Context: an optimization exercise on an open-source flow, tuned for small area. The choices shown serve that exercise and are no tape-out recipe. In this exercise RTL edits were held to simulation tests only and were not proved equivalent to the original. No activity file was given, so power comes from the tool's default toggle rates. The flow treats the clock pin as an ideal source, which a real chip does not have.

--- config.mk ---
export PLATFORM = sky130hd
export DESIGN_NAME = dprio_resp_top
export DESIGN_NICKNAME = dprio_resp_top
export VERILOG_FILES = /design/flow/design.v
export SDC_FILE = /design/flow/constraint.sdc
export NUM_CORES = 4
export LEC_CHECK = 0
export CAP_MARGIN = 20
export CORE_MARGIN = 2
export CORE_UTILIZATION = 40
export CTS_BUF_LIST = sky130_fd_sc_hd__clkbuf_16
export CTS_CLUSTER_DIAMETER = 80
export CTS_CLUSTER_SIZE = 30
export SLEW_MARGIN = 20
--- run.sh ---
#!/bin/bash
# synth_recipe.tcl (not shown) runs the flow's synth.tcl, then flattens the netlist and writes it again
# the make line also repeats each setting of config.mk as NAME=value (left out here)
make -C /OpenROAD-flow-scripts/flow DESIGN_CONFIG=/design/flow/config.mk WORK_HOME=/design/flow/orfs CLKGATE_MAP_FILE= SYNTH_SCRIPT=/design/flow/synth_recipe.tcl finish
--- constraint.sdc ---
create_clock -name core_clock -period 8.0 [get_ports {clock}]
set_input_delay 1.6000 -clock core_clock [delete_from_list [all_inputs] [get_ports {clock}]]
set_output_delay 1.6000 -clock core_clock [all_outputs]
set_load 0.01 [all_outputs]
--- design.v ---
package dprio_c3gxb_pkg;
  typedef enum logic [1:0] {
    IDLE,
    ADDR_FRAME,
    DATA_FRAME,
    COMPLETE
  } state_t;
  localparam logic [7:0] WIN_BASE   = 8'hC0;
  localparam logic [3:0] REG_C01    = 4'd1;
  localparam logic [3:0] REG_C02    = 4'd2;
  localparam int         CAL_MSB    = 10;
  localparam int         CAL_LSB    = 3;
  localparam int         CAL_EN_BIT = 6;
  function automatic int ch_width(input int n);
    ch_width = (n > 1) ? $clog2(n) : 1;
  endfunction
endpackage
module dprio_resp_regbank (
  input  logic        clock,
  input  logic        reset,
  input  logic        wr_en,       
  input  logic [1:0]  wr_bank,
  input  logic [4:0]  wr_slot,
  input  logic [15:0] wr_data,
  output logic [4:0]  slot,        
  output logic [63:0] loop_in      
);
  logic         clearing, wr_slot_now;
  logic [15:0]  new_word;
  logic [3:0]   replace;
  logic [511:0] sr0, sr1, sr2, sr3;
  always_ff @(posedge clock) begin
    if (reset) begin
      slot     <= '0;
      clearing <= 1'b1;
    end else begin
      slot     <= slot + 5'd1;
      if (slot == 5'd31) clearing <= 1'b0;
    end
  end
  assign wr_slot_now = wr_en && (slot == wr_slot);
  assign new_word    = clearing ? ((slot[3:0] == 4'd2) ? 16'h0004 : 16'h0000) : wr_data;
  always_comb begin
    for (int b = 0; b < 4; b++)
      replace[b] = clearing || (wr_slot_now && wr_bank == 2'(b));
  end
  assign loop_in[15:0]  = replace[0] ? new_word : sr0[511:496];
  assign loop_in[31:16] = replace[1] ? new_word : sr1[511:496];
  assign loop_in[47:32] = replace[2] ? new_word : sr2[511:496];
  assign loop_in[63:48] = replace[3] ? new_word : sr3[511:496];
  always_ff @(posedge clock) begin
    sr0 <= {sr0[495:0], loop_in[15:0]};
    sr1 <= {sr1[495:0], loop_in[31:16]};
    sr2 <= {sr2[495:0], loop_in[47:32]};
    sr3 <= {sr3[495:0], loop_in[63:48]};
  end
endmodule
import dprio_c3gxb_pkg::*;
module dprio_resp_c3gxb (
  input  logic        clock,
  input  logic        reset,
  input  logic [15:0] dprio_addr,
  input  logic [8:0]  quad_addr,
  input  logic [15:0] dprio_wrdata,
  input  logic        dprio_wren,
  input  logic        dprio_rden,
  input  logic        retain_addr,
  output logic        dprio_busy,
  output logic [15:0] dprio_rddata,
  output logic        protocol_err,
  output logic [7:0]  testbuses
);
  localparam logic [6:0] T_ADDR_LAST = 7'd34;
  localparam logic [6:0] T_DATA_LAST = 7'd68;
  localparam logic [6:0] T_COMPLETE  = 7'd69;
  logic [6:0]  tcnt;
  logic        idle, complete, req, retain_ok, in_hit;
  logic        cur_hit, cur_write, last_valid;
  logic [2:0]  cur_ch;
  logic [3:0]  cur_idx;
  logic [15:0] cur_data;           
  logic        cal_wr;
  logic [7:0]  cal_en, cal_ge;
  logic [4:0]  slot;
  logic [63:0] loop_in;
  logic        fetch;
  assign idle       = (tcnt == 7'd0);
  assign complete   = (tcnt == T_COMPLETE);
  assign req        = dprio_wren | dprio_rden;
  assign retain_ok  = dprio_wren & retain_addr & last_valid;
  assign dprio_busy = !idle && !complete;
  assign in_hit     = (dprio_addr[15:14] == 2'b00) && !quad_addr[8] &&
                      (dprio_addr[11:4] == WIN_BASE) && (quad_addr[7:1] == 7'd0);
  always_ff @(posedge clock) begin
    if (reset)          tcnt <= 7'd0;
    else if (idle)      tcnt <= !req ? 7'd0 : retain_ok ? T_ADDR_LAST + 7'd1 : 7'd1;
    else if (complete)  tcnt <= 7'd0;
    else                tcnt <= tcnt + 7'd1;
  end
  assign fetch = dprio_busy && !cur_write && (slot == {cur_ch[0], cur_idx});
  always_ff @(posedge clock) begin
    if (reset) begin
      last_valid   <= 1'b0;
      cur_write    <= 1'b0;
      dprio_rddata <= '0;
      protocol_err <= 1'b0;
      cal_wr       <= 1'b0;
    end else begin
      protocol_err <= idle ? (dprio_wren && (dprio_rden || (retain_addr && !last_valid))) : req;
      if (idle && req) cur_write <= dprio_wren;
      if (tcnt == T_ADDR_LAST) last_valid <= 1'b1;
      if (tcnt == T_DATA_LAST && !cur_write)
        dprio_rddata <= cur_hit ? cur_data : 16'h0000;
      cal_wr <= complete && cur_write && cur_hit;
    end
  end
  always_ff @(posedge clock) begin
    if (idle && req) begin
      cur_data <= dprio_wrdata;
      if (!retain_ok) begin
        cur_hit <= in_hit;
        cur_ch  <= {quad_addr[0], dprio_addr[13:12]};
        cur_idx <= dprio_addr[3:0];
      end
    end else if (fetch) begin
      cur_data <= loop_in[16*cur_ch[2:1] +: 16];
    end
  end
  always_ff @(posedge clock) begin
    if (reset) begin
      cal_en <= '0;
      cal_ge <= '0;
    end else if (cal_wr) begin
      if (cur_idx == REG_C01) cal_ge[cur_ch] <= (cur_data[CAL_MSB:CAL_LSB] >= 8'h30);
      if (cur_idx == REG_C02) cal_en[cur_ch] <= cur_data[CAL_EN_BIT];
    end
  end
  assign testbuses = cal_en & cal_ge;
  dprio_resp_regbank u_regbank (
    .clock   (clock),
    .reset   (reset),
    .wr_en   (cur_write && cur_hit),
    .wr_bank (cur_ch[2:1]),
    .wr_slot ({cur_ch[0], cur_idx}),
    .wr_data (cur_data),
    .slot    (slot),
    .loop_in (loop_in)
  );
endmodule
module dprio_resp_top (
  input  logic        clock,
  input  logic        reset,
  input  logic [15:0] dprio_addr,
  input  logic [8:0]  quad_addr,
  input  logic [15:0] dprio_wrdata,
  input  logic        dprio_wren,
  input  logic        dprio_rden,
  input  logic        retain_addr,
  output logic        dprio_busy,
  output logic [15:0] dprio_rddata,
  output logic        protocol_err,
  output logic [7:0]  testbuses
);
  dprio_resp_c3gxb u_resp (
    .clock        (clock),
    .reset        (reset),
    .dprio_addr   (dprio_addr),
    .quad_addr    (quad_addr),
    .dprio_wrdata (dprio_wrdata),
    .dprio_wren   (dprio_wren),
    .dprio_rden   (dprio_rden),
    .retain_addr  (retain_addr),
    .dprio_busy   (dprio_busy),
    .dprio_rddata (dprio_rddata),
    .protocol_err (protocol_err),
    .testbuses    (testbuses)
  );
endmodule
==> impl_metrics.tcl, run 1 <==
set metrics [dict create \
    finalSetupViolCount 0 \
    critical_path_buf_inv_count 2 \
    h-tree-depth 3 \
    maxSlewViolCount 0 \
    wl_per_cell_um 13.6 \
    met3_usage_pct 2.05 \
    seqPwrFrac_pct 68.4 \
    p_leak_nw 19.6 \
    p_sw_share_pct 19.4 \
    fin_util_pct 44.3 \
    synth_most_common_cell "dfxtp_1" \
    status "complete, no violations" \
    worstPathArrival_ns 2.46 \
    start_util_pct 40.2 \
    clockBufferDepth 3 \
    finalInstanceArea_um2 50500 \
    pin_count 72 \
    viasPerCell 3.94 \
    clk-insertion-delay-late_ns 0.67 \
    yosysTopAreaCell "dfxtp_1" \
    drt_iter0_drc 1014 \
    synthArstFlopShare_pct 0 \
    die_h_um 342 \
    yosysTopAreaCellShare_pct 91.7 \
    internal_power_mw 12.7 \
    crit_family "simple AND/OR/NAND/NOR gates" \
    avgSynthCellArea_um2 17.3 \
    synth_warnings 2 \
    critical_path.startpoint "u_resp.tcnt[3]" \
    syn_nets 2701 \
    crit_chain "nor3_1, nand3_1, nand2_1, inv_1, clkdlybuf4s50_1" \
    ys.flop_type "dfxtp_1" \
    tightest_slew_ns 1.13 \
    worstSetupPathType "reg2out" \
    pre_cts_ws_ns 4.52 \
    rr_startpoint "u_resp.cur_hit" \
    total_power_mw 15.7 \
    finalWorstSetupSlack_ns 3.94 \
    die_area_um2 117000 \
    drcViolationCount 0 \
    clock-sinks 2121 \
    rsz0062_at_grt "no" \
    cts_setup_buffers 0 \
    drive_gt1_share_pct 4.20 \
    grtUsageMet2_pct 12.6 \
    peakVddDrop_uv 219 \
    net-switching-power_mw 3.05 \
    hold_path.class "reg2reg" \
    cts_root_buf "clkbuf_16" \
    max_freq_mhz 246 \
    gp_congestion 0.712 \
    grt_pass1_wl_um 90400 \
    detail-route-antenna-nets 0 \
    crit_cells 5 \
    netlist_area_um2 45800 \
    endpoint_kind "output pin" \
    pwr-share-comb_pct 1.0 \
    gr-total-overflow 0 \
    grt_pass1_vias 16100 \
    required_ns 6.40 \
    synthTopCellsByArea "dfxtp_1, edfxtp_1, mux2i_1, nor2_1, nand3_1" \
    synth_top_cells_by_count "dfxtp_1, nor2_1, nand2_1" \
    holdBufCountCts 0 \
    critPathMaxFanout 5 \
    fin_nets 2819 \
    max_slew_margin_pct 24.3 \
    holdPathStages 0 \
    critPathMaxStageDelay_ns 0.50 \
    rows 124 \
    tritoncts "built" \
    antenna_found_initial 4 \
    cts_buffers 81 \
    ys_ff_latch 2121 \
    hold_viol_final 0 \
    clkTransAtPathRegs_ns 0.11 \
    firstDrtPassIters 5 \
    syn_inst 2644 \
    grt_util_met1_pct 16.1 \
    slowest_stage "clkdlybuf4s50_1" \
    coreArea_um2 114000 \
    maxCapViolations 0 \
    ys_types 48 \
    drt_wl_total_um 58300 \
    die_w_um 342 \
    portBuffers 71 \
    period_minus_slack_ns 4.06 \
    grt_start_max_net_pins 74 \
    cts_resized 0 \
    seq_area_frac_synth_pct 93.3 \
    vias 16900 \
    powerDensity_nw_per_um2 311 \
    grt-busiest-layer "met1" \
    min-delay-start "u_resp.u_regbank.sr1[21]" \
    synth_edf_count 24 \
    setup.worst_path.start_class "flop" \
    placed_cell_area_um2 48200 \
    finalCritPeriodShare_pct 50.7 \
    finalClockSkew_ns 0.0255 \
    p_clk_share_pct 30.6 \
    r2r_cells 6 \
    dpl.hpwl_um 33700 \
    grt_usage_pct 9.90 \
    syn2layout_area_growth_pct 10.3 \
    tns_ns 0 \
]
## layout by cell type, fill, tap and decap left out, types with 3 or more instances in the layout
cell             synthesis  routed
a21oi_1                 37      37
a22oi_1                  5       5
a32oi_1                  6       6
and2_1                  10      10
buf_4                    1       8
clkbuf_16                0      83
clkdlybuf4s50_1          0      70
clkinv_8                 0       3
dfxtp_1               2097    2096
diode_2                  0       3
edfxtp_1                24      24
ha_1                    11      11
inv_1                    9      20
inv_6                    0       3
mux2_2                   4       4
mux2i_1                 48      48
nand2_1                 75      75
nand3_1                 70      70
nand3b_1                 4       4
nand4_1                  5       5
nor2_1                 104     103
nor2b_1                  6       6
nor3_1                   9       9
o21ai_0                  5       4
o22ai_1                 15      15
o32a_1                  16      16
xnor2_1                  5       5
xor2_1                   9       9
## metal layers
layer,up-vias,routed length (um)
met5,-,0
li1,8555,-
met2,264,20800
met1,7993,33300
met3,110,2380
met4,0,1740
## cell type report
cell class                 count  area (um^2)
fill                       10000        63400
sequential                  2121        42700
multi-input combinational    470         2810
clock buffer                  83         2080
tap                         1512         1890
timing repair buffer          79          766
clock inverter                21          159
inverter                       9         33.8
antenna                        3         7.51
## power by group through the flow
stage	Sequential [mW]	Clock, mW	Combinational (mW)
floorplan	10.9	0	0.104
global placement	11.0	0	0.156
detailed placement	11.0	0	0.159
CTS	10.7	4.96	0.160
global route	10.8	5.33	0.172
finish	10.7	4.80	0.158
## sequential cells by signal, summed over array words and instances, names as in the netlist, 3 cells and up
signal                 count
u_resp.cal_ge              8
u_resp.u_regbank.slot      5
u_resp.u_regbank.sr3     512
u_resp.cur_idx             4
u_resp.cur_ch              3
u_resp.cal_en              8
u_resp.cur_data           16
u_resp.dprio_rddata       16
u_resp.u_regbank.sr1     512
u_resp.u_regbank.sr2     512
u_resp.u_regbank.sr0     512
u_resp.tcnt                7
## metrics by stage
stage,std cells,hold WS (ns)
CTS,4295,0.314
finish,4298,0.309
floorplan,2644,0.310
detailed placement,4191,0.312
global route,4295,0.323
global placement,4191,0.310
## path summary, 6_finish.rpt
path | slack [ns] | endpoint
max reg2reg | 4.90 | u_resp.cur_data[14]
max | 3.94 | dprio_busy
min | 0.31 | u_resp.u_regbank.sr1[37]
min reg2reg | 0.31 | u_resp.u_regbank.sr1[37]
## worst register-to-register path: stages, from the launching register on
cell      delay (ns)
edfxtp_1        0.86
nand2_1         0.26
nor3_4          0.30
nand4_4         0.52
mux2i_1         0.43
o22ai_1         0.11
o32a_1          0.38
## cell families after synthesis
kind of cell | count (synthesis) | synth area share (%)
buffers and inverters | 53 | 0.569
DFF | 2121 | 93.3
and+or+nand+nor | 299 | 3.02
adders and majority gates | 11 | 0.301
muxes | 52 | 1.15
AOI/OAI and AO/OA | 94 | 1.38
xor gates and xnor gates | 14 | 0.268
==> run 2: changes to the inputs <==
--- a/config.mk
+++ b/config.mk
@@ -9,6 +9,6 @@
 export CORE_MARGIN = 2
 export CORE_UTILIZATION = 40
-export CTS_BUF_LIST = sky130_fd_sc_hd__clkbuf_16
-export CTS_CLUSTER_DIAMETER = 80
-export CTS_CLUSTER_SIZE = 30
+export CTS_BUF_LIST = sky130_fd_sc_hd__clkbuf_8
+export CTS_CLUSTER_DIAMETER = 50
+export CTS_CLUSTER_SIZE = 20
 export SLEW_MARGIN = 20
==> run 2 against run 1 <==
Compared with the run above: area after synthesis is the same; fmax fell by 2.9%; register-to-register slack worse by 0.02 ns; clock skew rose by 0.014 ns; design area decreased by 0.49%; global-route usage increased by 0.10 points; via count rose by 1.5%; sequential cell count stayed put; sequential share of layout area up 0.42 points; power down 2.4%.
==> impl_metrics.tcl, run 2 <==
set metrics [dict create \
    status "complete, no violations" \
    max_freq_mhz 239 \
    synth_compound_area_share_pct 1.38 \
    netlist_area_um2 45800 \
    syn_nets 2701 \
    synth_top_cells_by_count "dfxtp_1, nor2_1, nand2_1" \
    period_minus_slack_ns 4.18 \
    wl_met2_um 20900 \
    avgSynthCellArea_um2 17.3 \
    hold_path.class "reg2reg" \
    endpoint_kind "output pin" \
    tightest_slew_ns 1.12 \
    drive_gt1_share_pct 5.93 \
    crit_chain "nor3_1, nand3_1, nand2_1, inv_1, clkdlybuf4s50_1" \
    ff2ff_setup_slack_ns 4.88 \
    clkTransAtPathRegs_ns 0.11 \
    viasPerCell 3.95 \
    synthXorXnorAreaFrac_pct 0.268 \
    grt_start_max_net_pins 74 \
    r2r-end "u_resp.cur_data[10]" \
    die_w_um 342 \
    vias 17200 \
    start_util_pct 40.2 \
    fin_util_pct 44.1 \
    drt_wl_total_um 58600 \
    worstHoldEndpoint "u_resp.u_regbank.sr1[217]" \
    cts_resized 0 \
    die_h_um 342 \
    crit_family "simple AND/OR/NAND/NOR gates" \
    net-switching-power_mw 3.06 \
    dpl.hpwl_um 33700 \
    ys_ff_latch 2121 \
    min-delay-start "u_resp.u_regbank.sr1[201]" \
    yosysTopAreaCellShare_pct 91.7 \
    total_power_mw 15.3 \
    r2r_cells 6 \
    seqPwrFrac_pct 70.1 \
    mostFrequentLayoutCell "dfxtp_1" \
    finalCritPeriodShare_pct 52.2 \
    syn_inst 2644 \
    synth_warnings 2 \
    finalSetupViolCount 0 \
    peakVddDrop_uv 173 \
    ys.flop_type "dfxtp_1" \
    rsz0062_at_grt "no" \
    tritoncts "built" \
    p_leak_nw 19.5 \
    gp_congestion 0.712 \
    clock-sinks 2121 \
    pin_count 72 \
    cts_buffers 120 \
    coreArea_um2 114000 \
    h-tree-depth 3 \
    seq_area_frac_synth_pct 93.3 \
    internal_power_mw 12.3 \
    top_layer_used "met4" \
    setup.worst_path.start_class "flop" \
    ys_types 48 \
    worstSetupPathType "reg2out" \
    synth_most_common_cell "dfxtp_1" \
    rr_startpoint "u_resp.cur_hit" \
    cts_setup_buffers 0 \
    pwr-share-comb_pct 1.0 \
    synthTopCellsByArea "dfxtp_1, edfxtp_1, mux2i_1, nor2_1, nand3_1" \
    detail-route-antenna-nets 0 \
    required_ns 6.40 \
    wl_met3_um 2850 \
    grt_pass1_wl_um 91600 \
    fin_nets 2858 \
    hold_viol_final 0 \
    slowest_stage "clkdlybuf4s50_1" \
    wl_met1_um 33100 \
    gr-total-overflow 0 \
    layout_common_cells "dfxtp_1, clkbuf_8, nor2_1, nand2_1" \
    synthAdderAreaFrac_pct 0.301 \
    finalWorstSetupSlack_ns 3.82 \
    yosys.area_share.simple_pct 3.02 \
    drcViolationCount 0 \
    syn2layout_area_growth_pct 9.71 \
    powerDensity_nw_per_um2 305 \
    yosysTopAreaCell "dfxtp_1" \
    antenna_found_initial 4 \
    clk-insertion-delay-late_ns 0.78 \
    max_slew_margin_pct 24.9 \
    critPathMaxStageDelay_ns 0.50 \
    holdPathStages 0 \
    cts_root_buf "clkbuf_8" \
    synth_top_family_by_area "simple AND/OR/NAND/NOR gates" \
    die_area_um2 117000 \
    whs_ns 0.302 \
    synth.area.mux_share_pct 1.15 \
    p_sw_share_pct 20.0 \
    worstPathArrival_ns 2.58 \
    clockBufferDepth 3 \
    p_clk_share_pct 28.8 \
    synth_edf_count 24 \
    critPathMaxFanout 5 \
    grt_pass1_vias 16500 \
    drt_iter0_drc 1015 \
    firstDrtPassIters 4 \
    portBuffers 71 \
    rows 124 \
    maxSlewViolCount 0 \
    wl_per_cell_um 13.5 \
    holdBufCountCts 0 \
    pre_cts_ws_ns 4.52 \
    tns_ns 0 \
    grt_usage_pct 10.0 \
    crit_cells 5 \
    finalClockSkew_ns 0.0399 \
    synthArstFlopShare_pct 0 \
    maxCapViolations 0 \
    critical_path_buf_inv_count 2 \
]
## run 2: changes by cell type in the layout (fill, tap and decap cells not counted), moves of 2 or more
cell,before,now
clkinv_2,1,3
clkbuf_8,0,122
clkinv_4,0,3
inv_8,1,5
inv_1,20,17
bufinv_16,0,3
clkinvlp_4,0,2
clkbuf_16,83,0
## run 2: metrics by stage
step / std cells / instance area, um^2
2_1_floorplan: 2644 / 45800
3_3_place_gp: 4191 / 48200
3_5_place_dp: 4191 / 48200
4_1_cts: 4343 / 50200
5_1_grt: 4344 / 50200
6_report: 4347 / 50200
## run 2: worst max-delay path by stage
stage | start | to
after global placement | dprio_wren | u_resp.cur_ch[0]
after floorplan | dprio_wren | u_resp.cur_data[0]
final | u_resp.tcnt[3] | dprio_busy
after CTS | u_resp.tcnt[3] | dprio_busy
after global routing | u_resp.tcnt[3] | dprio_busy
after detailed placement | dprio_wren | u_resp.cur_idx[0]
## run 2: layout make-up
type | count | area (um^2)
Sequential cell | 2121 | 42700
Fill cell | 10000 | 63700
Multi-Input combinational cell | 470 | 2810
Clock buffer | 122 | 1680
Timing Repair Buffer | 79 | 766
Antenna cell | 4 | 10.0
Tap cell | 1512 | 1890
Inverter | 9 | 33.8
Clock inverter | 30 | 305
## run 2: cells by family (layout without fill, tap and decap cells)
| group | count (synthesis) | in the layout |
|---|---|---|
| DFF | 2121 | 2121 |
| and+or+nand+nor | 299 | 299 |
| AOI/OAI and AO/OA | 94 | 94 |
| buffers and inverters | 53 | 240 |
| muxes | 52 | 52 |
| xor gates and xnor gates | 14 | 14 |
| adders and majority gates | 11 | 11 |
| other | 0 | 4 |
## run 2: power by group through the flow
stage | Sequential, mW | Clock (mW) | Combinational [mW]
after floorplan | 10.9 | 0 | 0.104
after global placement | 11.0 | 0 | 0.156
after detailed placement | 11.0 | 0 | 0.159
after CTS | 10.7 | 4.60 | 0.160
after global routing | 10.8 | 4.99 | 0.172
final | 10.7 | 4.42 | 0.158
## run 2: layer usage
layer	global-route usage, %	vias to the layer above
li1	-	8625
met3	2.34	130
met4	3.84	0
met1	16.1	8104
met2	12.6	310
met5	0	-
==> run 3: changes to the inputs <==
==> flow/run.sh (new file) <==
#!/bin/bash
set -euo pipefail
export BUFFER_PORTS_ARGS="-buffer_cell sky130_fd_sc_hd__buf_1"
export CTS_ARGS="-sink_clustering_enable -repair_clock_nets -buf_list sky130_fd_sc_hd__clkbuf_8 -sink_clustering_size 20 -sink_clustering_max_diameter 50 -dont_use_dummy_load"
bash standard.sh > standard.log 2>&1
==> standard.sh (new file) <==
#!/bin/bash
# synth_recipe.tcl (not shown) runs the flow's synth.tcl, then flattens the netlist and writes it again
# the make line also repeats each setting of config.mk as NAME=value (left out here)
make -C /OpenROAD-flow-scripts/flow DESIGN_CONFIG=/design/flow/config.mk WORK_HOME=/design/flow/orfs CLKGATE_MAP_FILE= SYNTH_SCRIPT=/design/flow/synth_recipe.tcl "${@:-finish}"
removed: run.sh
==> run 3 against run 2 <==
Compared with the run above: still clean on timing, DRC and antenna; clock-buffer cell count increased by 9; wire length rose by 0.97%; register-to-register slack got worse by 0.41 ns; largest cell class unchanged; largest power group unchanged; highest routed layer unchanged.
==> impl_metrics.tcl, run 3 <==
set metrics [dict create \
    status "complete, no violations" \
    n_fill_cell 10000 \
    hold_viol_final 0 \
    clock-sinks 2121 \
    rsz0062_at_grt "no" \
    peakVddDrop_uv 173 \
    die_w_um 342 \
    tightest_slew_ns 1.08 \
    holdBufCountCts 0 \
    syn_nets 2701 \
    grt_pass1_wl_um 91800 \
    clk-insertion-delay-late_ns 0.80 \
    coreArea_um2 114000 \
    finalSetupViolCount 0 \
    seq_area_frac_synth_pct 93.3 \
    powerDensity_nw_per_um2 306 \
    cts_root_buf "clkbuf_8" \
    syn_inst 2644 \
    crit_family "simple AND/OR/NAND/NOR gates" \
    yosysTopAreaCell "dfxtp_1" \
    met3_usage_pct 3.10 \
    period_minus_slack_ns 3.85 \
    portBuffers 71 \
    maxCapViolations 0 \
    rows 124 \
    p_clk_share_pct 28.3 \
    critical_path_buf_inv_count 2 \
    antenna_found_initial 3 \
    synthArstFlopShare_pct 0 \
    drt_iter0_drc 948 \
    grt_start_max_net_pins 47 \
    internal_power_mw 12.2 \
    hold_path.class "reg2reg" \
    cts_resized 0 \
    max_slew_margin_pct 27.5 \
    fin_util_pct 43.6 \
    critPathMaxFanout 5 \
    synth_warnings 2 \
    die_h_um 342 \
    critPathMaxStageDelay_ns 0.42 \
    tritoncts "built" \
    worstPathArrival_ns 2.25 \
    fin_nets 2868 \
    seqPwrFrac_pct 70.7 \
    cts_buffers 131 \
    multi_input_area_um2 2810 \
    pwr-share-comb_pct 1.0 \
    endpoint_kind "output pin" \
    whs_ns 0.243 \
    crit_chain "nor3_1, nand3_1, nand2_1, inv_1, buf_1" \
    die_area_um2 117000 \
    drive_gt1_share_pct 5.48 \
    max_freq_mhz 260 \
    grtUsageMet2_pct 12.7 \
    required_ns 6.40 \
    clkTransAtPathRegs_ns 0.11 \
    tns_ns 0 \
    yosysTopAreaCellShare_pct 91.7 \
    grt_pass1_vias 16400 \
    seqCellArea_um2 42700 \
    netlist_area_um2 45800 \
    firstDrtPassIters 5 \
    clockBufferDepth 3 \
    worstSetupPathType "reg2out" \
    synth_most_common_cell "dfxtp_1" \
    grt_usage_pct 10.2 \
    slowest_stage "nor3_1" \
    p_sw_share_pct 19.6 \
    h-tree-depth 4 \
    drcViolationCount 0 \
    viasPerCell 3.98 \
    gr-total-overflow 0 \
    layout_common_cells "dfxtp_1, clkbuf_8, nor2_1, nand2_1" \
    net-switching-power_mw 2.97 \
    grt-busiest-layer "met1" \
    synth_edf_count 24 \
    grt_util_met1_pct 16.1 \
    ff2ff_setup_slack_ns 4.47 \
    p_leak_nw 19.2 \
    dpl.hpwl_um 34700 \
    finalCritPeriodShare_pct 48.1 \
    detail-route-antenna-nets 0 \
    avgSynthCellArea_um2 17.3 \
    syn2layout_area_growth_pct 8.40 \
    synthTopCellsByArea "dfxtp_1, edfxtp_1, mux2i_1, nor2_1, nand3_1" \
    drt_wl_total_um 59200 \
    setup.worst_path.start_class "flop" \
    start_util_pct 40.2 \
    cts_setup_buffers 0 \
    vias 17200 \
    finalClockSkew_ns 0.0745 \
    wl_per_cell_um 13.7 \
    ys_types 48 \
    ys_ff_latch 2121 \
    gp_congestion 0.740 \
    maxSlewViolCount 0 \
    mostFrequentLayoutCell "dfxtp_1" \
    pin_count 72 \
    synth_top_cells_by_count "dfxtp_1, nor2_1, nand2_1" \
    ys.flop_type "dfxtp_1" \
]
-- run 3: cell counts after synthesis --
No cell type changed its count.
-- run 3: routing by layer --
metal	wire length (um)	part of all wire, %	vias up
met5	0	0	-
met4	1510	2.6	0
met3	3850	6.5	120
met2	21000	35	364
met1	32800	56	8125
li1	-	-	8610
-- run 3: stage by stage --
| stage | area [um^2] | std cells | worst slack, ns | power [mW] |
|---|---|---|---|---|
| after global placement | 47800 | 4189 | 4.66 | 11.1 |
| after detailed placement | 47800 | 4189 | 4.48 | 11.1 |
| after floorplan | 45800 | 2644 | 4.74 | 11.1 |
| after global routing | 49600 | 4323 | 3.89 | 15.8 |
| final | 49600 | 4327 | 4.15 | 15.2 |
| after CTS | 49600 | 4320 | 4.07 | 15.4 |
-- run 3: final cells by class --
type                            instances  area share [%]
Multi-Input combinational cell        470            5.67
Tap cell                             1512            3.81
Timing Repair Buffer                   78           0.686
Inverter                                9          0.0681
Clock buffer                          131            3.64
Sequential cell                      2121            86.1
Antenna cell                            6          0.0303
-- run 3: power by group through the flow --
stage          Combinational (mW)  Sequential (mW)  Clock, mW
2_1_floorplan               0.104             10.9          0
3_3_place_gp                0.142             11.0          0
3_5_place_dp                0.145             11.0          0
4_1_cts                     0.146             10.7       4.49
5_1_grt                     0.161             10.8       4.87
6_report                    0.148             10.7       4.29
-- run 3: worst paths after layout --
| kind | startpoint | to | cells past startpoint |
|---|---|---|---|
| setup reg to reg | u_resp.cur_hit | u_resp.cur_data[8] | 6 |
| hold / removal | u_resp.u_regbank.sr3[24] | u_resp.u_regbank.sr3[40] | 0 |
| hold reg to reg | u_resp.u_regbank.sr3[24] | u_resp.u_regbank.sr3[40] | 0 |
| setup / recovery | u_resp.tcnt[3] | dprio_busy | 5 |
-- run 3: logic make-up (layout without fill, tap and decap cells) --
| family | count (synthesis) | in the layout | synth area share [%] |
|---|---|---|---|
| AO/OA/AOI/OAI | 94 | 94 | 1.38 |
| XOR/XNOR | 14 | 14 | 0.268 |
| adder cells (fa/ha/maj) | 11 | 11 | 0.301 |
| buffers and inverters | 53 | 218 | 0.569 |
| flip-flops | 2121 | 2121 | 93.3 |
| multiplexers | 52 | 52 | 1.15 |
| other | 0 | 6 | 0 |
| AND/OR/NAND/NOR | 299 | 299 | 3.02 |
==> run 4: changes to the inputs <==
==> flow/run.sh (replaced) <==
#!/bin/bash
set -euo pipefail
export BUFFER_PORTS_ARGS="-buffer_cell sky130_fd_sc_hd__buf_1"
export CTS_ARGS="-sink_clustering_enable -repair_clock_nets -buf_list sky130_fd_sc_hd__clkbuf_16 -sink_clustering_size 34 -sink_clustering_max_diameter 60 -dont_use_dummy_load"
bash standard.sh > standard.log 2>&1
==> run 4 against run 3 <==
Compared with the run above: register-to-register slack worse by 0.08 ns; highest routed layer unchanged; hold slack better by 0.015 ns; area after synthesis unchanged; setup slack better by 0.13 ns; critical path depth unchanged; clock-buffer cell count down 50; still clean on timing, DRC and antenna.
==> impl_metrics.tcl, run 4 <==
set metrics [dict create \
    gr-total-overflow 0 \
    die_w_um 342 \
    clkTransAtPathRegs_ns 0.10 \
    firstDrtPassIters 5 \
    endpoint_kind "output pin" \
    multi_input_area_um2 2810 \
    die_h_um 342 \
    clock-sinks 2121 \
    drcViolationCount 0 \
    detail-route-antenna-nets 0 \
    synth_most_common_cell "dfxtp_1" \
    synth_edf_count 24 \
    status "complete, no violations" \
    holdBufCountCts 0 \
    finalSetupViolCount 0 \
    finalCritPeriodShare_pct 46.5 \
    n_fill_cell 9980 \
    tns_ns 0 \
    seqCellArea_um2 42700 \
    required_ns 6.40 \
    cts_root_buf "clkbuf_16" \
    grt_start_max_net_pins 47 \
    tritoncts "built" \
    fin_util_pct 43.7 \
    worstPathArrival_ns 2.12 \
    synthTopCellsByArea "dfxtp_1, edfxtp_1, mux2i_1, nor2_1, nand3_1" \
    setup.worst_path.start_class "flop" \
    rsz0062_at_grt "no" \
    dpl.hpwl_um 34700 \
    antenna_found_initial 11 \
    vias 17000 \
    synth_warnings 2 \
    drt_iter0_drc 1058 \
    clockBufferDepth 3 \
    gp_congestion 0.740 \
    peakVddDrop_uv 170 \
    coreArea_um2 114000 \
    maxSlewViolCount 0 \
    ys_types 48 \
    period_minus_slack_ns 3.72 \
    max_slew_margin_pct 28.1 \
    hold_path.class "reg2reg" \
    syn_nets 2701 \
    die_area_um2 117000 \
    powerDensity_nw_per_um2 311 \
    maxCapViolations 0 \
    grt_pass1_vias 15900 \
    mostFrequentLayoutCell "dfxtp_1" \
    syn2layout_area_growth_pct 8.87 \
    synthArstFlopShare_pct 0 \
    cts_setup_buffers 0 \
    wl_per_cell_um 13.7 \
    clk-insertion-delay-late_ns 0.65 \
    rows 124 \
    p_leak_nw 19.3 \
    netlist_area_um2 45800 \
    start_util_pct 40.2 \
    grt_usage_pct 9.91 \
    whs_ns 0.258 \
    avgSynthCellArea_um2 17.3 \
    layout_common_cells "dfxtp_1, nor2_1, clkbuf_16, nand2_1" \
    synth_top_cells_by_count "dfxtp_1, nor2_1, nand2_1" \
    pin_count 72 \
    seq_area_frac_synth_pct 93.3 \
    yosysTopAreaCell "dfxtp_1" \
    cts_resized 0 \
    yosysTopAreaCellShare_pct 91.7 \
    drt_wl_total_um 58400 \
    h-tree-depth 3 \
    critPathMaxFanout 5 \
    syn_inst 2644 \
    portBuffers 71 \
    grt_pass1_wl_um 89700 \
    viasPerCell 3.97 \
    tightest_slew_ns 1.07 \
    fin_nets 2818 \
    finalClockSkew_ns 0.0584 \
    ys.flop_type "dfxtp_1" \
    hold_viol_final 0 \
    cts_buffers 81 \
    max_freq_mhz 269 \
    worstSetupPathType "reg2out" \
    ys_ff_latch 2121 \
    drive_gt1_share_pct 3.77 \
]
run 4: power by group:
part	switching [mW]	total (mW)	internal, mW
Combinational	0.0938	0.148	0.0540
Clock	2.79	4.62	1.83
Sequential	0.0693	10.7	10.7
run 4: final timing paths:
path	startpoint	to	slack [ns]	depth (start not counted)
min	u_resp.u_regbank.sr1[266]	u_resp.u_regbank.sr1[282]	0.26	0
max	u_resp.tcnt[3]	dprio_busy	4.28	5
min reg2reg	u_resp.u_regbank.sr1[266]	u_resp.u_regbank.sr1[282]	0.26	0
max reg2reg	u_resp.cur_hit	u_resp.cur_data[8]	4.39	6
run 4: area by class of cell:
cell class	instances	share of cell area (%)
Multi-Input combinational cell	470	5.65
Inverter	9	0.0678
Antenna cell	3	0.0151
Sequential cell	2121	85.7
Clock buffer	81	4.07
Tap cell	1512	3.80
Timing Repair Buffer	78	0.683
run 4: cell families (layout without fill, tap and decap cells):
| kind of cell | count (synthesis) | in the layout | synth area share, % |
|---|---|---|---|
| xor gates and xnor gates | 14 | 14 | 0.268 |
| other | 0 | 3 | 0 |
| adders and majority gates | 11 | 11 | 0.301 |
| DFF | 2121 | 2121 | 93.3 |
| AOI/OAI and AO/OA | 94 | 94 | 1.38 |
| muxes | 52 | 52 | 1.15 |
| and+or+nand+nor | 299 | 299 | 3.02 |
| buffers and inverters | 53 | 168 | 0.569 |
run 4: layer usage:
metal / track usage (%) / routed length (um) / vias to the layer above
met2: 12.6 / 20700 / 308
met5: 0 / 0 / -
met1: 16.0 / 32800 / 8022
met4: 3.44 / 1690 / 0
met3: 2.32 / 3280 / 120
li1: - / - / 8530
run 4: through the flow:
stage | std cells | setup slack [ns] | cell area (um^2) | power [mW]
after floorplan | 2644 | 4.74 | 45800 | 11.1
after global placement | 4189 | 4.66 | 47800 | 11.1
after detailed placement | 4189 | 4.48 | 47800 | 11.1
after CTS | 4270 | 4.27 | 49800 | 15.7
after global routing | 4271 | 4.06 | 49800 | 16.1
final | 4274 | 4.28 | 49800 | 15.5
run 4: worst max-delay path, cell delays in order, from the launching register on:
cell	delay (ns)
dfxtp_1	0.36
nor3_1	0.44
nand3_1	0.30
nand2_1	0.14
inv_1	0.09
buf_1	0.16
==> run 5: changes to the inputs <==
==> flow/run.sh (replaced) <==
#!/bin/bash
set -euo pipefail
export BUFFER_PORTS_ARGS="-buffer_cell sky130_fd_sc_hd__buf_1"
export CTS_ARGS="-sink_clustering_enable -repair_clock_nets -buf_list sky130_fd_sc_hd__clkbuf_16 -sink_clustering_size 44 -sink_clustering_max_diameter 50 -dont_use_dummy_load"
bash standard.sh > standard.log 2>&1
==> run 5 against run 4 <==
Compared with the run above: still clean on timing, DRC and antenna; fmax decreased by 0.92%; clock power is 18% higher; sequential power about the same; critical endpoint unchanged; largest power group unchanged.
==> impl_metrics.tcl, run 5 <==
set metrics [dict create \
    status "complete, no violations" \
    gr-total-overflow 0 \
    holdBufCountCts 0 \
    clk-insertion-delay-late_ns 0.68 \
    coreArea_um2 114000 \
    clock-sinks 2121 \
    start_util_pct 40.2 \
    synth.area.mux_share_pct 1.15 \
    h-tree-depth 3 \
    required_ns 6.40 \
    synthXorXnorAreaFrac_pct 0.268 \
    powerDensity_nw_per_um2 322 \
    cts_setup_buffers 0 \
    seq_area_frac_synth_pct 93.3 \
    detail-route-antenna-nets 0 \
    finalSetupViolCount 0 \
    portBuffers 71 \
    firstDrtPassIters 6 \
    tritoncts "built" \
    hold_path.class "reg2reg" \
    ys_types 48 \
    p_leak_nw 19.7 \
    drive_gt1_share_pct 4.84 \
    vias 17200 \
    max_slew_margin_pct 28.3 \
    grt_pass1_wl_um 91700 \
    synth_most_common_cell "dfxtp_1" \
    yosys.area_share.simple_pct 3.02 \
    grt_pass1_vias 16400 \
    maxSlewViolCount 0 \
    tightest_slew_ns 1.07 \
    die_w_um 342 \
    synth_top_cells_by_count "dfxtp_1, nor2_1, nand2_1" \
    mostFrequentLayoutCell "dfxtp_1" \
    peakVddDrop_uv 193 \
    dpl.hpwl_um 34700 \
    endpoint_kind "output pin" \
    wl_per_cell_um 13.8 \
    rows 124 \
    clockBufferDepth 3 \
    syn_nets 2701 \
    cts_buffers 113 \
    die_h_um 342 \
    synthTopCellsByArea "dfxtp_1, edfxtp_1, mux2i_1, nor2_1, nand3_1" \
    period_minus_slack_ns 3.76 \
    synth_top_family_by_area "simple AND/OR/NAND/NOR gates" \
    cts_resized 0 \
    synthArstFlopShare_pct 0 \
    ys.flop_type "dfxtp_1" \
    drt_wl_total_um 59400 \
    tns_ns 0 \
    cts_root_buf "clkbuf_16" \
    layout_common_cells "dfxtp_1, clkbuf_16, nor2_1, nand2_1" \
    antenna_found_initial 11 \
    syn2layout_area_growth_pct 10.6 \
    grt_usage_pct 10.1 \
    critPathMaxFanout 5 \
    finalClockSkew_ns 0.0824 \
    synthAdderAreaFrac_pct 0.301 \
    rsz0062_at_grt "no" \
    drt_iter0_drc 1020 \
    worstPathArrival_ns 2.16 \
    whs_ns 0.236 \
    viasPerCell 3.99 \
    drcViolationCount 0 \
    synth_edf_count 24 \
    grt_start_max_net_pins 47 \
    setup.worst_path.start_class "flop" \
    pin_count 72 \
    worstSetupPathType "reg2out" \
    max_freq_mhz 266 \
    die_area_um2 117000 \
    synth_warnings 2 \
    fin_nets 2849 \
    yosysTopAreaCell "dfxtp_1" \
    yosysTopAreaCellShare_pct 91.7 \
    gp_congestion 0.740 \
    avgSynthCellArea_um2 17.3 \
    fin_util_pct 44.4 \
    clkTransAtPathRegs_ns 0.10 \
    hold_viol_final 0 \
    n_fill_cell 9929 \
    total_power_mw 16.3 \
    netlist_area_um2 45800 \
    ys_ff_latch 2121 \
    finalCritPeriodShare_pct 47.0 \
    maxCapViolations 0 \
    syn_inst 2644 \
    synth_compound_area_share_pct 1.38 \
]
run 5: cell types whose count changed in the layout (fill, tap and decap cells not counted), sizes merged:
cell	change
clkbuf	+31
diode	+3
run 5: area by class of cell:
cell class / instances / area, um^2 / share of cell area, %
flip-flops and latches: 2121 / 42700 / 84.4
well taps: 1512 / 1890 / 3.74
multi-input cells: 470 / 2810 / 5.56
inverters: 9 / 33.8 / 0.0668
repair buffers: 77 / 313 / 0.618
diodes: 6 / 15.0 / 0.0297
clock buffers: 113 / 2830 / 5.59
run 5: through the flow:
step / std cells / setup WS, ns / instance area (um^2)
2_1_floorplan: 2644 / 4.74 / 45800
3_3_place_gp: 4189 / 4.66 / 47800
3_5_place_dp: 4189 / 4.48 / 47800
4_1_cts: 4302 / 4.22 / 50600
5_1_grt: 4302 / 4.02 / 50600
6_report: 4308 / 4.24 / 50600
run 5: power breakdown:
part | switching, mW | internal (mW)
clock | 2.93 | 2.50
combinational | 0.0929 | 0.0527
sequential | 0.0696 | 10.7
run 5: final timing paths:
kind | start | endpoint | slack (ns) | depth (start not counted)
hold reg to reg | u_resp.u_regbank.sr3[24] | u_resp.u_regbank.sr3[40] | 0.24 | 0
setup / recovery | u_resp.tcnt[3] | dprio_busy | 4.24 | 5
hold / removal | u_resp.u_regbank.sr3[24] | u_resp.u_regbank.sr3[40] | 0.24 | 0
setup reg to reg | u_resp.cur_hit | u_resp.cur_data[8] | 4.41 | 6
run 5: metal layers:
metal	track usage (%)	routed length (um)
met3	3.04	3620
met5	0	13
met4	3.41	1620
met2	12.9	21200
met1	15.9	32900
run 5: logic make-up after synthesis:
kind of cell	after synthesis
compound gates	94
xor+xnor	14
fa+ha+maj	11
buf+inv	53
flops	2121
mux	52
simple gates	299
run 5: worst max-delay path, cell delays in order (launching register included):
cell	delay, ns
dfxtp_1	0.35
nor3_1	0.44
nand3_1	0.30
nand2_1	0.14
inv_1	0.09
buf_1	0.16
==> run 6: changes to the inputs <==
==> flow/run.sh (replaced) <==
#!/bin/bash
set -euo pipefail
export BUFFER_PORTS_ARGS="-buffer_cell sky130_fd_sc_hd__buf_1"
export CTS_ARGS="-sink_clustering_enable -repair_clock_nets -buf_list sky130_fd_sc_hd__clkbuf_8 -sink_clustering_size 22 -sink_clustering_max_diameter 50 -dont_use_dummy_load"
bash standard.sh > standard.log 2>&1
==> run 6 against run 5 <==
Compared with the run above: clock power down 25%; cell count barely moved; largest power group unchanged; register-to-register slack got worse by 0.02 ns; largest cell class unchanged; critical path depth is the same; fmax is 1.8% lower; sequential power is essentially flat; hold slack better by 0.0081 ns; clock-buffer cell count grew 3; synthesized cell count is the same; critical path type unchanged.
==> impl_metrics.tcl, run 6 <==
set metrics [dict create \
    total_power_mw 15.0 \
    peakVddDrop_uv 162 \
    holdBufCountCts 0 \
    slowest_stage "nor3_1" \
    viasPerCell 3.97 \
    drive_gt1_share_pct 4.97 \
    required_ns 6.40 \
    clock-sinks 2121 \
    tns_ns 0 \
    ys_types 48 \
    h-tree-depth 3 \
    endpoint_kind "output pin" \
    yosysTopAreaCell "dfxtp_1" \
    cts_setup_buffers 0 \
    cts_buffers 116 \
    dpl.hpwl_um 34700 \
    layout_common_cells "dfxtp_1, clkbuf_8, nor2_1, nand2_1" \
    finalSetupViolCount 0 \
    vias 17100 \
    grt_usage_pct 10.0 \
    clk-insertion-delay-late_ns 0.76 \
    maxCapViolations 0 \
    synthArstFlopShare_pct 0 \
    r2r-end "u_resp.cur_data[8]" \
    synthTopCellsByArea "dfxtp_1, edfxtp_1, mux2i_1, nor2_1, nand3_1" \
    die_w_um 342 \
    worstPathArrival_ns 2.23 \
    grt_pass1_wl_um 91000 \
    finalClockSkew_ns 0.0848 \
    ff2ff_setup_slack_ns 4.39 \
    maxSlewViolCount 0 \
    netlist_area_um2 45800 \
    critPathMaxStageDelay_ns 0.43 \
    critPathMaxFanout 5 \
    mostFrequentLayoutCell "dfxtp_1" \
    critical_path_buf_inv_count 2 \
    holdPathStages 0 \
    multi_input_area_um2 2810 \
    tightest_slew_ns 1.08 \
    hold_viol_final 0 \
    syn_inst 2644 \
    grt_pass1_vias 16300 \
    die_h_um 342 \
    max_slew_margin_pct 27.5 \
    wl_per_cell_um 13.6 \
    rr_startpoint "u_resp.cur_hit" \
    powerDensity_nw_per_um2 303 \
    seq_area_frac_synth_pct 93.3 \
    syn_nets 2701 \
    portBuffers 71 \
    firstDrtPassIters 5 \
    hold_path.class "reg2reg" \
    synth_warnings 2 \
    setup.worst_path.start_class "flop" \
    avgSynthCellArea_um2 17.3 \
    rsz0062_at_grt "no" \
    tritoncts "built" \
    pin_count 72 \
    status "complete, no violations" \
    crit_chain "nor3_1, nand3_1, nand2_1, inv_1, buf_1" \
    worstSetupPathType "reg2out" \
    coreArea_um2 114000 \
    syn2layout_area_growth_pct 7.94 \
    rows 124 \
    cts_resized 0 \
    p_leak_nw 19.1 \
    finalCritPeriodShare_pct 47.8 \
    gp_congestion 0.740 \
    clkTransAtPathRegs_ns 0.12 \
    start_util_pct 40.2 \
    cts_root_buf "clkbuf_8" \
    ys_ff_latch 2121 \
    grt_start_max_net_pins 47 \
    n_fill_cell 10100 \
    synth_top_cells_by_count "dfxtp_1, nor2_1, nand2_1" \
    clockBufferDepth 3 \
    gr-total-overflow 0 \
    max_freq_mhz 261 \
    min-delay-start "u_resp.u_regbank.sr1[132]" \
    synth_most_common_cell "dfxtp_1" \
    period_minus_slack_ns 3.83 \
    synth_edf_count 24 \
    crit_family "simple AND/OR/NAND/NOR gates" \
    drt_iter0_drc 967 \
    drcViolationCount 0 \
    worstHoldEndpoint "u_resp.u_regbank.sr1[148]" \
    detail-route-antenna-nets 0 \
    drt_wl_total_um 58700 \
    r2r_cells 6 \
    fin_nets 2853 \
    die_area_um2 117000 \
    yosysTopAreaCellShare_pct 91.7 \
    crit_cells 5 \
    critical_path.startpoint "u_resp.tcnt[3]" \
    seqCellArea_um2 42700 \
    ys.flop_type "dfxtp_1" \
    antenna_found_initial 9 \
]
[run 6: how the worst max path moves through the flow]
stage | slack, ns | end
after floorplan | 4.74 | u_resp.cur_data[0]
after global placement | 4.66 | u_resp.cur_data[12]
after detailed placement | 4.48 | u_resp.cur_data[3]
after CTS | 4.09 | dprio_busy
after global routing | 3.91 | dprio_busy
final | 4.17 | dprio_busy
[run 6: per-stage QoR]
step	utilization [%]	cell area, um^2	hold slack [ns]	setup WS, ns	cells
after floorplan	-	45800	0.310	4.74	2644
after global placement	41.9	47800	0.310	4.66	4189
after detailed placement	41.9	47800	0.312	4.48	4189
after CTS	43.3	49400	0.243	4.09	4305
after global routing	43.4	49400	0.241	3.91	4307
final	43.4	49400	0.244	4.17	4310
[run 6: per-layer routing]
layer	vias up	track usage [%]	share of wire [%]
met5	-	0	0
met4	0	3.60	2.8
met3	124	2.66	6.0
met2	331	12.7	35
met1	8060	16.0	56
li1	8586	-	-
[run 6: layout make-up]
class / count / area share, %
Clock buffer: 116 / 3.23
Timing Repair Buffer: 78 / 0.689
Sequential cell: 2121 / 86.5
Antenna cell: 4 / 0.0203
Multi-Input combinational cell: 470 / 5.70
Tap cell: 1512 / 3.83
Inverter: 9 / 0.0684
[run 6: worst reg2reg max path, stage by stage (launching register included)]
cell and delay (ns):
edfxtp_1 0.82, nand2_1 0.26, nor3_4 0.32, nand4b_2 0.88, mux2i_1 0.52, o22ai_1 0.14, o32a_1 0.38
[run 6: cell families (layout without fill, tap and decap cells)]
family | count (synthesis) | after routing | synth area share [%]
AOI/OAI and AO/OA | 94 | 94 | 1.38
xor gates and xnor gates | 14 | 14 | 0.268
adders and majority gates | 11 | 11 | 0.301
buffers and inverters | 53 | 203 | 0.569
DFF | 2121 | 2121 | 93.3
muxes | 52 | 52 | 1.15
other | 0 | 4 | 0
and+or+nand+nor | 299 | 299 | 3.02
[run 6: power breakdown]
group          total (mW)  internal [mW]  leakage, nW  switching (mW)
sequential           10.7           10.7         17.1          0.0691
clock                4.07           1.31        0.834            2.76
combinational       0.148         0.0540         1.17          0.0941
==> run 7: changes to the inputs <==
--- a/config.mk
+++ b/config.mk
@@ -11,4 +11,5 @@
 export CTS_BUF_LIST = sky130_fd_sc_hd__clkbuf_8
 export CTS_CLUSTER_DIAMETER = 50
-export CTS_CLUSTER_SIZE = 20
+export CTS_CLUSTER_SIZE = 22
+export PLACE_DENSITY = 0.75
 export SLEW_MARGIN = 20
==> run 7 against run 6 <==
Compared with the run above: via count increased by 0.75%; power shrank 0.16%; design area fell by 0.12%; cell count hardly changed; first-iteration DRC count rose by 13%; sequential cell count stayed put; critical path depth did not move; critical path type unchanged; critical endpoint unchanged; largest power group unchanged.
==> impl_metrics.tcl, run 7 <==
set metrics [dict create \
    maxCapViolations 0 \
    antenna_found_initial 13 \
    die_w_um 342 \
    hold_path.class "reg2reg" \
    finalClockSkew_ns 0.130 \
    max_slew_margin_pct 33.6 \
    vias 17200 \
    drive_gt1_share_pct 4.84 \
    synth_most_common_cell "dfxtp_1" \
    coreArea_um2 114000 \
    ys_types 48 \
    die_area_um2 117000 \
    cts_resized 0 \
    required_ns 6.40 \
    cts_setup_buffers 0 \
    n_fill_cell 9711 \
    firstDrtPassIters 7 \
    slowest_stage "nor3_1" \
    netlist_area_um2 45800 \
    h-tree-depth 3 \
    holdBufCountCts 0 \
    rows 124 \
    multi_input_area_um2 2800 \
    grt_pass1_vias 16900 \
    yosysTopAreaCell "dfxtp_1" \
    dpl.hpwl_um 38800 \
    detail-route-antenna-nets 0 \
    ys_ff_latch 2121 \
    drt_iter0_drc 1095 \
    viasPerCell 4.00 \
    seqCellArea_um2 42700 \
    wl_per_cell_um 14.4 \
    tritoncts "built" \
    finalSetupViolCount 0 \
    worstPathArrival_ns 2.14 \
    synthTopCellsByArea "dfxtp_1, edfxtp_1, mux2i_1, nor2_1, nand3_1" \
    finalCritPeriodShare_pct 46.7 \
    clkTransAtPathRegs_ns 0.11 \
    setup.worst_path.start_class "flop" \
    drcViolationCount 0 \
    fin_util_pct 43.3 \
    grt_start_max_net_pins 69 \
    gp_congestion 0.795 \
    worstSetupPathType "reg2out" \
    max_freq_mhz 267 \
    grt_usage_pct 10.4 \
    critPathMaxStageDelay_ns 0.42 \
    tightest_slew_ns 0.995 \
    syn_inst 2644 \
    powerDensity_nw_per_um2 303 \
    layout_common_cells "dfxtp_1, clkbuf_8, nor2_1, nand2_1" \
    seq_area_frac_synth_pct 93.3 \
    critPathMaxFanout 5 \
    maxSlewViolCount 0 \
    crit_chain "nor3_1, nand3_1, nand2_1, inv_1, buf_1" \
    period_minus_slack_ns 3.74 \
    syn2layout_area_growth_pct 7.81 \
    pin_count 72 \
    clockBufferDepth 3 \
    clock-sinks 2121 \
    start_util_pct 40.2 \
    p_leak_nw 19.1 \
    die_h_um 342 \
    portBuffers 71 \
    gr-total-overflow 0 \
    synth_top_cells_by_count "dfxtp_1, nor2_1, nand2_1" \
    fin_nets 2850 \
    syn_nets 2701 \
    drt_wl_total_um 62100 \
    ys.flop_type "dfxtp_1" \
    endpoint_kind "output pin" \
    status "complete, no violations" \
    tns_ns 0 \
    mostFrequentLayoutCell "dfxtp_1" \
    yosysTopAreaCellShare_pct 91.7 \
    synthArstFlopShare_pct 0 \
    cts_buffers 115 \
    rsz0062_at_grt "no" \
    cts_root_buf "clkbuf_8" \
    synth_edf_count 24 \
    synth_warnings 2 \
    grt_pass1_wl_um 93700 \
    avgSynthCellArea_um2 17.3 \
    peakVddDrop_uv 155 \
    hold_viol_final 0 \
    clk-insertion-delay-late_ns 0.75 \
]
-- run 7: cell counts after synthesis --
No cell type changed its count.
-- run 7: power by group --
group	internal (mW)	switching [mW]	leakage (nW)	total [mW]
registers	10.7	0.0812	17.1	10.8
clock network	1.29	2.74	0.827	4.04
logic	0.0512	0.0892	1.15	0.140
total	12.0	2.91	19.1	14.9
-- run 7: layer usage --
layer | GRT usage [%] | wire (um) | vias to the layer above
li1 | - | - | 8576
met4 | 4.15 | 1690 | 4
met1 | 15.1 | 31300 | 8128
met2 | 15.4 | 25800 | 394
met3 | 2.17 | 3240 | 128
met5 | 0 | 27 | -
-- run 7: cells by family after synthesis --
group / after synthesis / synth area share [%]
flip-flops: 2121 / 93.3
AND/OR/NAND/NOR: 299 / 3.02
AO/OA/AOI/OAI: 94 / 1.38
buffers and inverters: 53 / 0.569
multiplexers: 52 / 1.15
XOR/XNOR: 14 / 0.268
adder cells (fa/ha/maj): 11 / 0.301
-- run 7: layout make-up --
cell class | instances | area share [%]
Sequential cell | 2121 | 86.6
Multi-Input combinational cell | 470 | 5.68
Tap cell | 1512 | 3.84
Clock buffer | 115 | 3.21
Timing Repair Buffer | 76 | 0.619
Inverter | 9 | 0.0685
Antenna cell | 4 | 0.0203
-- run 7: worst max-delay path, delay by kind of cell (launching register included) --
family	cells	cell delay, ns
buf+inv	2	0.23
simple gates	3	0.83
flops	1	0.36
-- run 7: path summary, 6_finish.rpt --
| kind | start | to | slack [ns] | cells after the start |
|---|---|---|---|---|
| hold / removal | u_resp.u_regbank.sr3[40] | u_resp.u_regbank.sr3[56] | 0.18 | 0 |
| setup / recovery | u_resp.tcnt[3] | dprio_busy | 4.26 | 5 |
| setup reg to reg | u_resp.cur_hit | u_resp.cur_data[3] | 4.82 | 6 |
| hold reg to reg | u_resp.u_regbank.sr3[40] | u_resp.u_regbank.sr3[56] | 0.18 | 0 |
-- run 7: metrics by stage --
stage / total power [mW] / hold WS (ns) / area [um^2] / std cells / worst slack (ns)
after detailed placement: 11.1 / 0.312 / 47700 / 4188 / 4.82
after global routing: 15.5 / 0.174 / 49300 / 4304 / 4.06
after floorplan: 11.1 / 0.310 / 45800 / 2644 / 4.74
final: 14.9 / 0.182 / 49300 / 4307 / 4.26
after CTS: 15.1 / 0.182 / 49300 / 4303 / 4.19
after global placement: 11.1 / 0.310 / 47700 / 4188 / 4.87
==> run 8: changes to the inputs <==
--- a/design.v
+++ b/design.v
@@ -74,4 +74,5 @@
   localparam logic [6:0] T_DATA_LAST = 7'd68;
   localparam logic [6:0] T_COMPLETE  = 7'd69;
+  localparam logic [6:0] T_AFTER     = 7'd70;
   logic [6:0]  tcnt;
   logic        idle, complete, req, retain_ok, in_hit;
@@ -85,5 +86,6 @@
   logic [63:0] loop_in;
   logic        fetch;
-  assign idle       = (tcnt == 7'd0);
+  assign idle       = (tcnt == 7'd0) || (tcnt == T_AFTER);
+  assign cal_wr     = (tcnt == T_AFTER) && cur_write && cur_hit;
   assign complete   = (tcnt == T_COMPLETE);
   assign req        = dprio_wren | dprio_rden;
@@ -95,5 +97,4 @@
     if (reset)          tcnt <= 7'd0;
     else if (idle)      tcnt <= !req ? 7'd0 : retain_ok ? T_ADDR_LAST + 7'd1 : 7'd1;
-    else if (complete)  tcnt <= 7'd0;
     else                tcnt <= tcnt + 7'd1;
   end
@@ -105,5 +106,4 @@
       dprio_rddata <= '0;
       protocol_err <= 1'b0;
-      cal_wr       <= 1'b0;
     end else begin
       protocol_err <= idle ? (dprio_wren && (dprio_rden || (retain_addr && !last_valid))) : req;
@@ -112,5 +112,4 @@
       if (tcnt == T_DATA_LAST && !cur_write)
         dprio_rddata <= cur_hit ? cur_data : 16'h0000;
-      cal_wr <= complete && cur_write && cur_hit;
     end
   end
--- a/config.mk
+++ b/config.mk
@@ -11,5 +11,4 @@
 export CTS_BUF_LIST = sky130_fd_sc_hd__clkbuf_8
 export CTS_CLUSTER_DIAMETER = 50
-export CTS_CLUSTER_SIZE = 22
-export PLACE_DENSITY = 0.75
+export CTS_CLUSTER_SIZE = 20
 export SLEW_MARGIN = 20
==> run 8 against run 7 <==
Compared with the run above: area after synthesis fell by 0.34%; non-clock buffer count fell by 3; sequential power barely moved; utilization rose by 0.37 points; still clean on timing, DRC and antenna; synthesized cell count fell by 2.2%; power rose by 0.62%; largest power group unchanged; critical path type unchanged.
==> impl_metrics.tcl, run 8 <==
set metrics [dict create \
    cts_setup_buffers 0 \
    gp_congestion 0.766 \
    dpl.hpwl_um 33300 \
    worstPathArrival_ns 2.45 \
    cts_buffers 121 \
    maxSlewViolCount 0 \
    rows 123 \
    finalClockSkew_ns 0.0848 \
    coreArea_um2 113000 \
    grtUsageMet2_pct 12.8 \
    drt_iter0_drc 927 \
    drive_gt1_share_pct 5.21 \
    pin_count 72 \
    tritoncts "built" \
    clkTransAtPathRegs_ns 0.12 \
    die_h_um 342 \
    drcViolationCount 0 \
    slowest_stage "a21boi_1" \
    viasPerCell 3.94 \
    drt_wl_total_um 57000 \
    finalInstanceArea_um2 49300 \
    die_area_um2 117000 \
    clock-sinks 2120 \
    synth_edf_count 24 \
    hold_viol_final 0 \
    synthTopCellsByArea "dfxtp_1, edfxtp_1, mux2i_1, nor2_1, o22a_1" \
    firstDrtPassIters 4 \
    cts_root_buf "clkbuf_8" \
    total_power_mw 15.0 \
    stdcell_count 4248 \
    p_leak_nw 19.2 \
    cts_resized 0 \
    required_ns 6.40 \
    grt_pass1_wl_um 89000 \
    rsz0062_at_grt "no" \
    synth_most_common_cell "dfxtp_1" \
    wl_per_cell_um 13.4 \
    ys.flop_type "dfxtp_1" \
    holdBufCountCts 0 \
    fin_nets 2804 \
    powerDensity_nw_per_um2 305 \
    seq_area_frac_synth_pct 93.6 \
    grt_usage_pct 9.82 \
    netlist_area_um2 45600 \
    grt_util_met1_pct 15.4 \
    whs_ns 0.255 \
    placed_cell_area_um2 47600 \
    syn_nets 2643 \
    dp.cells 4124 \
    clk-insertion-delay-late_ns 0.80 \
    grt_pass1_vias 16100 \
    finalWorstSetupSlack_ns 3.95 \
    peakVddDrop_uv 145 \
    endpoint_kind "output pin" \
    gr-total-overflow 0 \
    n_fill_cell 9873 \
    pre_cts_ws_ns 4.43 \
    avgSynthCellArea_um2 17.6 \
    worstSetupPathType "reg2out" \
    hold_path.class "reg2reg" \
    grt_start_max_net_pins 72 \
    layout_common_cells "dfxtp_1, clkbuf_8, nor2_1, buf_1, mux2i_1" \
    detail-route-antenna-nets 0 \
    finalCritPeriodShare_pct 50.7 \
    critPathMaxStageDelay_ns 0.63 \
    syn2layout_area_growth_pct 8.07 \
    met3_usage_pct 2.39 \
    fin_util_pct 43.7 \
    synthArstFlopShare_pct 0 \
    crit_chain "nor3_1, a21boi_1, a21oi_1, buf_1" \
    mostFrequentLayoutCell "dfxtp_1" \
    yosysTopAreaCellShare_pct 92.0 \
    vias 16700 \
    start_util_pct 40.4 \
    die_w_um 342 \
    synth_top_cells_by_count "dfxtp_1, nor2_1, mux2i_1" \
    finalSetupViolCount 0 \
    tightest_slew_ns 1.06 \
    antenna_found_initial 8 \
    max_freq_mhz 247 \
    period_minus_slack_ns 4.05 \
    max_slew_margin_pct 29.4 \
    grt-busiest-layer "met1" \
    status "complete, no violations" \
    syn_inst 2586 \
    portBuffers 71 \
    yosysTopAreaCell "dfxtp_1" \
    ys_ff_latch 2120 \
    h-tree-depth 3 \
    ff2ff_setup_slack_ns 5.10 \
    setup.worst_path.start_class "flop" \
    synth_warnings 2 \
    clockBufferDepth 3 \
    tns_ns 0 \
    maxCapViolations 0 \
    ys_types 45 \
    critPathMaxFanout 8 \
]
==> run 8: cell count changes after synthesis, sizes merged, moves of 15 or more <==
cell	before	now
o22ai	15	0
nand3	70	29
o32a	16	0
a31oi	1	17
o22a	0	30
mux2i	48	63
nand2	75	30
==> run 8: critical path: cells and delay by family (launching register included) <==
family / cells / cell delay [ns]
AOI/OAI and AO/OA: 2 / 0.83
DFF: 1 / 0.36
and+or+nand+nor: 1 / 0.31
buffers and inverters: 1 / 0.18
==> run 8: final timing paths <==
path                            start                       end  cells after the start
min reg2reg  u_resp.u_regbank.sr1[53]  u_resp.u_regbank.sr1[69]                      0
max                    u_resp.tcnt[3]                dprio_busy                      4
max reg2reg            u_resp.tcnt[3]       u_resp.cur_data[13]                      5
min          u_resp.u_regbank.sr1[53]  u_resp.u_regbank.sr1[69]                      0
==> run 8: power by group <==
group | internal [mW] | switching (mW)
registers | 10.7 | 0.0870
logic | 0.0416 | 0.0902
clock network | 1.36 | 2.78
==> run 8: cell type report <==
cell class	instances	area, um^2	share of cell area, %
Sequential cell	2120	42700	86.6
Multi-Input combinational cell	420	2720	5.53
Tap cell	1500	1880	3.81
Clock buffer	121	1670	3.38
Timing Repair Buffer	73	283	0.574
Inverter	11	41.3	0.0838
Antenna cell	3	7.51	0.0152
==> run 8: cell families after synthesis <==
logic type	count (synthesis)	synth area share [%]
muxes	69	1.56
xor gates and xnor gates	14	0.285
buffers and inverters	46	0.453
DFF	2120	93.6
and+or+nand+nor	222	2.34
adders and majority gates	11	0.302
AOI/OAI and AO/OA	104	1.47
==> run 8: layer usage <==
layer	wire, um	share of wire, %
met5	0	0
met4	1660	2.9
met3	2710	4.8
met2	20700	36
met1	32000	56
==> run 9: changes to the inputs <==
==> flow/run.sh (replaced) <==
#!/bin/bash
set -euo pipefail
here=$(pwd)
export BUFFER_PORTS_ARGS="-buffer_cell sky130_fd_sc_hd__buf_1"
export CTS_ARGS="-sink_clustering_enable -repair_clock_nets -buf_list sky130_fd_sc_hd__clkbuf_8 -sink_clustering_size 22 -sink_clustering_max_diameter 50 -dont_use_dummy_load"
rm -rf "$here/synth_scripts"
cp -r "$FLOW_HOME/scripts" "$here/synth_scripts"
cp "$here/flow/abc_area_map.script" "$here/synth_scripts/abc_speed.script"
bash standard.sh SCRIPTS_DIR="$here/synth_scripts" synth > synth.log 2>&1
bash standard.sh > standard.log 2>&1
==> flow/abc_area_map.script (new file) <==
strash
dc2
dch -f
map -a
strash
dc2
dch -f
map -a
strash
dch -f
map -a
topo
stime -c
==> run 9 against run 8 <==
Compared with the run above: still clean on timing, DRC and antenna; register-to-register slack got worse by 0.68 ns; sequential power about the same; via count up 2.1%; hold slack got worse by 0.0079 ns; global-route usage rose by 0.32 points; synthesized cell count barely moved; die area is 1.3% lower; critical path type unchanged; critical endpoint unchanged; largest power group unchanged; highest routed layer is now met5.
==> impl_metrics.tcl, run 9 <==
set metrics [dict create \
    status "complete, no violations" \
    detail-route-antenna-nets 0 \
    stdcell_count 4294 \
    antenna_found_initial 20 \
    worstSetupPathType "reg2out" \
    netlist_area_um2 45000 \
    vias 17100 \
    peakVddDrop_uv 170 \
    holdBufCountCts 0 \
    clk-insertion-delay-late_ns 0.77 \
    grt_usage_pct 10.1 \
    critPathMaxFanout 5 \
    synthTopCellsByArea "dfxtp_1, edfxtp_1, nand2_1, o21ai_0, a21oi_1" \
    rows 123 \
    clkTransAtPathRegs_ns 0.11 \
    hold_viol_final 0 \
    crit_family "simple AND/OR/NAND/NOR gates" \
    powerDensity_nw_per_um2 311 \
    maxCapViolations 0 \
    maxSlewViolCount 0 \
    cts_buffers 117 \
    syn_inst 2585 \
    drcViolationCount 0 \
    top_layer_used "met5" \
    portBuffers 71 \
    yosysTopAreaCell "dfxtp_1" \
    slowest_stage "nor4_1" \
    synth_edf_count 24 \
    synth_warnings 2 \
    grt_start_max_net_pins 38 \
    mostFrequentLayoutCell "dfxtp_1" \
    drt_iter0_drc 1132 \
    die_w_um 339 \
    wl_per_cell_um 13.7 \
    period_minus_slack_ns 3.98 \
    p_leak_nw 18.7 \
    h-tree-depth 3 \
    wl_met3_um 4050 \
    syn_nets 2642 \
    grt_pass1_wl_um 89200 \
    syn2layout_area_growth_pct 8.61 \
    die_area_um2 115000 \
    drive_gt1_share_pct 5.14 \
    dp.cells 4167 \
    endpoint_kind "output pin" \
    gr-total-overflow 0 \
    crit_chain "or2_2, nor4_1, nand2_1, nand2_1, a21oi_1, buf_1" \
    ys_ff_latch 2120 \
    drt_wl_total_um 58900 \
    firstDrtPassIters 5 \
    seq_area_frac_synth_pct 94.8 \
    cts_root_buf "clkbuf_8" \
    cts_setup_buffers 0 \
    dpl.hpwl_um 37000 \
    pre_cts_ws_ns 4.51 \
    avgSynthCellArea_um2 17.4 \
    fin_util_pct 43.6 \
    rsz0062_at_grt "no" \
    wl_met2_um 20700 \
    tns_ns 0 \
    start_util_pct 40.2 \
    critPathMaxStageDelay_ns 0.40 \
    ys.flop_type "dfxtp_1" \
    coreArea_um2 112000 \
    synth_top_cells_by_count "dfxtp_1, nand2_1, o21ai_0" \
    yosysTopAreaCellShare_pct 93.2 \
    worstPathArrival_ns 2.38 \
    die_h_um 339 \
    viasPerCell 3.98 \
    synth_most_common_cell "dfxtp_1" \
    finalCritPeriodShare_pct 49.8 \
    max_slew_margin_pct 31.5 \
    cts_resized 0 \
    hold_path.class "reg2reg" \
    gp_congestion 0.765 \
    fin_nets 2843 \
    required_ns 6.40 \
    synthArstFlopShare_pct 0 \
    tritoncts "built" \
    ys_types 28 \
    tightest_slew_ns 1.02 \
    clock-sinks 2120 \
    wl_met1_um 32200 \
    finalSetupViolCount 0 \
    cpMostUsedCell "nand2_1" \
    max_freq_mhz 251 \
    setup.worst_path.start_class "flop" \
    clockBufferDepth 3 \
    grt_pass1_vias 16100 \
    layout_common_cells "dfxtp_1, nand2_1, clkbuf_8, o21ai_0, buf_1" \
    pin_count 72 \
    finalWorstSetupSlack_ns 4.02 \
    finalClockSkew_ns 0.112 \
    total_power_mw 15.2 \
    critical_path_buf_inv_count 1 \
]
## run 9: changes by cell type after synthesis, moves of 30 or more
cell / change
o21ai_0: +72
clkinv_1: +30
nand2_1: +104
mux2i_1: -63
o22a_1: -30
nor2_1: -57
## run 9: metrics by stage
step	hold slack, ns	cell area, um^2
after global routing	0.239	48900
after detailed placement	0.312	47200
after global placement	0.309	47200
after floorplan	0.310	45000
after CTS	0.248	48800
final	0.247	48900
## run 9: power by group
group	internal (mW)	switching (mW)
clock	1.31	2.75
combinational	0.0912	0.244
sequential	10.7	0.0840
## run 9: cells by family after synthesis
kind of cell / Yosys count / synth area share, %
adder cells (fa/ha/maj): 11 / 0.306
AND/OR/NAND/NOR: 240 / 2.26
buffers and inverters: 30 / 0.250
XOR/XNOR: 3 / 0.0584
flip-flops: 2120 / 94.8
AO/OA/AOI/OAI: 181 / 2.29
## run 9: final timing paths
| path | slack [ns] | start | endpoint | cells after the start |
|---|---|---|---|---|
| worst max-delay path | 4.02 | u_resp.tcnt[3] | dprio_busy | 6 |
| worst min-delay path | 0.25 | u_resp.u_regbank.sr3[134] | u_resp.u_regbank.sr3[150] | 0 |
| worst max register to register | 4.42 | u_resp.cur_ch[0] | u_resp.cur_data[10] | 9 |
| worst min register to register | 0.25 | u_resp.u_regbank.sr3[134] | u_resp.u_regbank.sr3[150] | 0 |
## run 9: area by class of cell
cell class | instances | area [um^2]
sequential | 2120 | 42700
clock buffer | 117 | 1610
multi-input combinational | 435 | 2220
antenna | 10 | 25.0
inverter | 30 | 113
tap | 1500 | 1880
fill | 9892 | 63200
timing repair buffer | 82 | 350
## run 9: metal layers
layer,vias to the layer above,global-route usage (%)
met3,150,3.10
met2,389,12.7
met4,10,4.09
met5,-,0
li1,8520,-
met1,8014,15.9
